Source: an optimization exercise on an open RTL-to-GDS flow (aim: small area, a short achievable clock period and few clock cycles). Production flows keep margins and buffers that such runs may drop.
In this exercise RTL edits were held to simulation tests only and were not proved equivalent to the original.
Power figures rest on the tool's default switching activity, not on a simulated workload.

## matvec_top
module matvec_top (
    input  logic               clk,
    input  logic               reset,
    input  logic               input_valid,
    output logic               input_ready,
    input  matvec_pkg::elem_t  input_data,
    input  logic               new_matrix,
    output logic               output_valid,
    input  logic               output_ready,
    output matvec_pkg::acc_t   output_data
);
Size: ~8800 cells after synthesis, about 100000 um^2 of cells after synthesis.
Settings: LEC_CHECK=0, CAP_MARGIN=20, CORE_MARGIN=2, CORE_UTILIZATION=70, CTS_CLUSTER_DIAMETER=120, CTS_CLUSTER_SIZE=24, SETUP_SLACK_MARGIN=4.6, SLEW_MARGIN=20, TNS_END_PERCENT=0; clock period 8.0 ns.
run.sh (not shown) runs the stock make flow with config.mk's settings and CLKGATE_MAP_FILE= SYNTH_SCRIPT=/design/flow/synth_recipe.tcl, a recipe that flattens the netlist after the stock synthesis.
The starting point ran to the end with no violations.
Testbench counts at the start, summed over its fixed seeds: cycles 5,464.
Next try:
- SETUP_SLACK_MARGIN: 4.6 -> 4.5
- TNS_END_PERCENT: 0 -> not set
After rerunning: The changed run produced a clean layout; hold slack is about the same; non-clock buffer count rose by 145; setup slack degrades by 24 ps; sequential share of layout area came out lower by 0.78 points; cell area rises by 2.2%; synthesized area stays the same; clock-buffer cell count is higher by 1.
Next try:
- SETUP_SLACK_MARGIN: 4.5 -> 4.3
What happened: Worst setup slack degrades by 95 ps. Routed wire length goes down by 1.8%. Final cell count goes down by about 2%. Area after synthesis does not change. Fmax goes down by about 2.6%.
Next try:
- SETUP_SLACK_MARGIN: 4.3 -> 4.8
- TNS_END_PERCENT: not set -> 0
Outcome: Hold slack is about the same. Area after synthesis stays the same. Final area goes up by 2.9%. Wire length goes up by 2.5%.

---

matvec_top, a different RTL version from the one above (not shown whole).
For scale: roughly 8,500 cells after synthesis.
==> flow/config.mk <==
export PLATFORM = sky130hd
export DESIGN_NAME = matvec_top
export DESIGN_NICKNAME = matvec_top
export VERILOG_FILES = /design/flow/design.v
export SDC_FILE = /design/flow/constraint.sdc
export NUM_CORES = 4
export LEC_CHECK = 0
export CAP_MARGIN = 20
export CORE_MARGIN = 2
export CORE_UTILIZATION = 70
export CTS_CLUSTER_DIAMETER = 120
export CTS_CLUSTER_SIZE = 24
export SETUP_SLACK_MARGIN = 4.9
export SLEW_MARGIN = 20
export TNS_END_PERCENT = 0
==> flow/constraint.sdc <==
create_clock -name core_clock -period 8.0 [get_ports {clk}]
set_input_delay 1.6000 -clock core_clock [delete_from_list [all_inputs] [get_ports {clk}]]
set_output_delay 1.6000 -clock core_clock [all_outputs]
set_load 0.01 [all_outputs]
The starting point finished clean.
Testbench counts at the start, summed over its fixed seeds: cycles 5,464.
Rerun with:
CORE_UTILIZATION = 75   (was 70)
CTS_CLUSTER_DIAMETER = 150   (was 120)
SETUP_SLACK_MARGIN = 4.7   (was 4.9)
TNS_END_PERCENT = unset   (was 0)
Effect:
- The changed run produced a clean layout
- setup slack degrades by 0.11 ns
- via count went up by 17%
- clock skew rises by 0.015 ns
- non-clock buffer count rises by 603
- fmax decreases by 3.1%
Rerun with:
CORE_UTILIZATION = 70   (was 75)
CTS_CLUSTER_DIAMETER = 120   (was 150)
TNS_END_PERCENT = 0   (was unset)
=>
- The changed run finished with timing, DRC and antenna clean
- first-iteration DRC count fell by 39%
- clock skew fell by 0.025 ns
- global-route usage fell by 7.1 points
- clock power fell by about 3%
- register-to-register slack gets better by 0.02 ns
- synthesized cell count is unchanged
- power fell by 13%
- via count fell by 15%
Rerun with:
CORE_UTILIZATION = 60   (was 70)
CTS_CLUSTER_DIAMETER = unset   (was 120)
CTS_CLUSTER_SIZE = unset   (was 24)
SETUP_SLACK_MARGIN = 4.5   (was 4.7)
TNS_END_PERCENT = unset   (was 0)
Outcome: The new run finished with timing, DRC and antenna clean; cell count rose by a little under a tenth; global-route usage falls by 4.4 points; fmax went up by a few percent; sequential power is about the same; final area rises by a little under a tenth; routed wire length climbs by a few percent; area after synthesis is unchanged; setup slack improves by 0.088 ns.
Rerun with:
CORE_UTILIZATION = 70   (was 60)
CTS_CLUSTER_DIAMETER = 120   (was unset)
CTS_CLUSTER_SIZE = 24   (was unset)
TNS_END_PERCENT = 0   (was unset)
Result: Worst setup slack loses 0.21 ns; worst hold slack is better by 0.0057 ns; die area decreases by about 14%; sequential share of layout area increases by 3.6 points; power went down by about 20%; final cell count shrinks by 7.5%; via count shrinks by 1.6%; core utilization grows by 4.8 points.

---

== 04-17 ==
Starting RTL as in the previous note.
Design matvec_top, start of the top module:
module matvec_top (
    input  logic               clk,
    input  logic               reset,
    input  logic               input_valid,
    output logic               input_ready,
    input  matvec_pkg::elem_t  input_data,
    input  logic               new_matrix,
    output logic               output_valid,
    input  logic               output_ready,
    output matvec_pkg::acc_t   output_data
);
    localparam int N  = 8;
    localparam int IW = 14;
    localparam int AW = 28;
    localparam int D  = 12;             
    localparam logic [AW-1:0] ACC_MAX = {1'b0, {(AW-1){1'b1}}};
    localparam logic [AW-1:0] ACC_MIN = {1'b1, {(AW-1){1'b0}}};
    logic [2:0] ph;        
    logic [2:0] col;       
    logic [2:0] row;       
    logic [1:0] mode;      
    logic [4:0] owed;      
    logic       accept;
    logic       x_word;
    logic       mat_word;
    logic       last_x;
    logic [2:0] ph_n, col_n, row_n;
    logic [1:0] mode_n;
    logic [4:0] owed_n;
    logic       ready_q;
    assign x_word   = (mode == 2'd2) || ((mode == 2'd0) && !new_matrix);
    assign mat_word = (mode == 2'd1) || ((mode == 2'd0) && new_matrix);
    assign input_ready = ready_q;
    assign accept = input_valid && ready_q && !reset;
    assign last_x = accept && (mode == 2'd2) && (col == 3'd7);
    always_comb begin
        ph_n   = ph + 3'd1;
        col_n  = col;
        row_n  = row;
        mode_n = mode;
        if (accept) begin
            col_n = col + 3'd1;
            case (mode)
                2'd0: mode_n = new_matrix ? 2'd1 : 2'd2;
                2'd1: begin
                    if (col == 3'd7) begin
                        row_n = row + 3'd1;
                        if (row == 3'd7) mode_n = 2'd2;
                    end
                end
                default: begin
                    if (col == 3'd7) mode_n = 2'd0;
                end
            endcase
        end
        if (reset) begin
            ph_n   = '0;
            col_n  = '0;
            row_n  = '0;
            mode_n = 2'd0;
        end
  ...
==> flow/config.mk <==
export PLATFORM = sky130hd
export DESIGN_NAME = matvec_top
export DESIGN_NICKNAME = matvec_top
export VERILOG_FILES = /design/flow/design.v
export SDC_FILE = /design/flow/constraint.sdc
export NUM_CORES = 4
export LEC_CHECK = 0
export CAP_MARGIN = 20
export CORE_MARGIN = 2
export CORE_UTILIZATION = 60
export CTS_BUF_LIST = sky130_fd_sc_hd__clkbuf_4 sky130_fd_sc_hd__clkbuf_8
export SETUP_SLACK_MARGIN = 4.5
export SLEW_MARGIN = 20
==> flow/constraint.sdc <==
create_clock -name core_clock -period 8.0 [get_ports {clk}]
set_input_delay 1.6000 -clock core_clock [delete_from_list [all_inputs] [get_ports {clk}]]
set_output_delay 1.6000 -clock core_clock [all_outputs]
set_load 0.01 [all_outputs]
In summary, 04-17 completed successfully, with a layout that passed the timing, design-rule and antenna checks.
Testbench counts of 04-17, summed over its fixed seeds: cycles 5,464.
What 08-04 does differently from 04-17 at the input level:
diff --git a/flow/config.mk b/flow/config.mk
--- a/flow/config.mk
+++ b/flow/config.mk
@@ -9,4 +9,5 @@
 export CORE_MARGIN = 2
-export CORE_UTILIZATION = 60
-export CTS_BUF_LIST = sky130_fd_sc_hd__clkbuf_4 sky130_fd_sc_hd__clkbuf_8
+export CORE_UTILIZATION = 70
+export CTS_CLUSTER_DIAMETER = 120
+export CTS_CLUSTER_SIZE = 24
 export SETUP_SLACK_MARGIN = 4.5
## What came out
08-04: done, clean on timing, DRC and antenna. Going from 04-17 to 08-04, fmax now sits lower, die area went down by 24000 um^2, power decreased by 13% relative to the old numbers, areal power density over the cells dropped 25 nW/um^2, layout overhead on the synthesized area went down by 6.3 points. Summary of 08-04 over 04-17: wire length after detailed routing lost 4.1%; initial standard-cell utilization of the core up 11 points; met2 wire length went down by 7.3%.

## afterwards: timing with drivers on the ports
How much do the figures lean on ideal ports? The routed layouts below were timed once more, with nothing changed but the port constraints.
Step 1 assumes that a clkbuf_16 drives the clock port and a buf_2 every other input.
Step 2, shift: input delay + t, output delay - t, t = (earliest + latest rising clock arrival at the registers) / 2. This alone moves slack from input paths to output paths.
Slacks: ideal / step 1 / step 2; pairs: ideal / step 1.
run | t (ns) | setup WS [ns] | hold WS [ns] | worst setup path after step 2 | worst register clock-pin slew, ns
the first run of note 1 | 0.851 | 4.450 / 4.384 / 3.755 | 0.313 / 0.313 / 0.313 | input to register | 0.11 / 0.11
the second run of note 1 | 0.843 | 4.425 / 4.425 / 3.767 | 0.313 / 0.313 / 0.313 | input to register | 0.11 / 0.11
the third run of note 1 | 0.840 | 4.330 / 4.270 / 3.656 | 0.314 / 0.314 / 0.314 | input to register | 0.11 / 0.11
the fourth run of note 1 | 0.841 | 4.500 / 4.492 / 3.721 | 0.314 / 0.314 / 0.314 | input to register | 0.11 / 0.11
the first run of note 2 | 0.861 | 4.459 / 4.459 / 3.840 | 0.307 / 0.307 / 0.307 | input to register | 0.11 / 0.11
the second run of note 2 | 0.883 | 4.344 / 4.344 / 3.908 | 0.319 / 0.319 / 0.319 | input to register | 0.11 / 0.11
the third run of note 2 | 0.833 | 4.364 / 4.364 / 3.795 | 0.319 / 0.319 / 0.319 | input to register | 0.11 / 0.11
the fourth run of note 2 | 0.959 | 4.452 / 4.452 / 3.661 | 0.300 / 0.300 / 0.300 | input to register | 0.08 / 0.08
the fifth run of note 2 | 0.835 | 4.246 / 4.246 / 3.563 | 0.306 / 0.306 / 0.306 | input to register | 0.11 / 0.11
04-17 | 1.133 | 4.460 / 4.460 / 3.438 | 0.268 / 0.268 / 0.268 | input to register | 0.07 / 0.07
08-04 | 0.846 | 4.417 / 4.417 / 3.910 | 0.322 / 0.322 / 0.322 | input to register | 0.11 / 0.11
After both steps every run listed still meets setup and hold. For 04-17, which loses most, drivers alone change the setup slack by 0.000 ns; drivers and shift together by -1.022 ns.
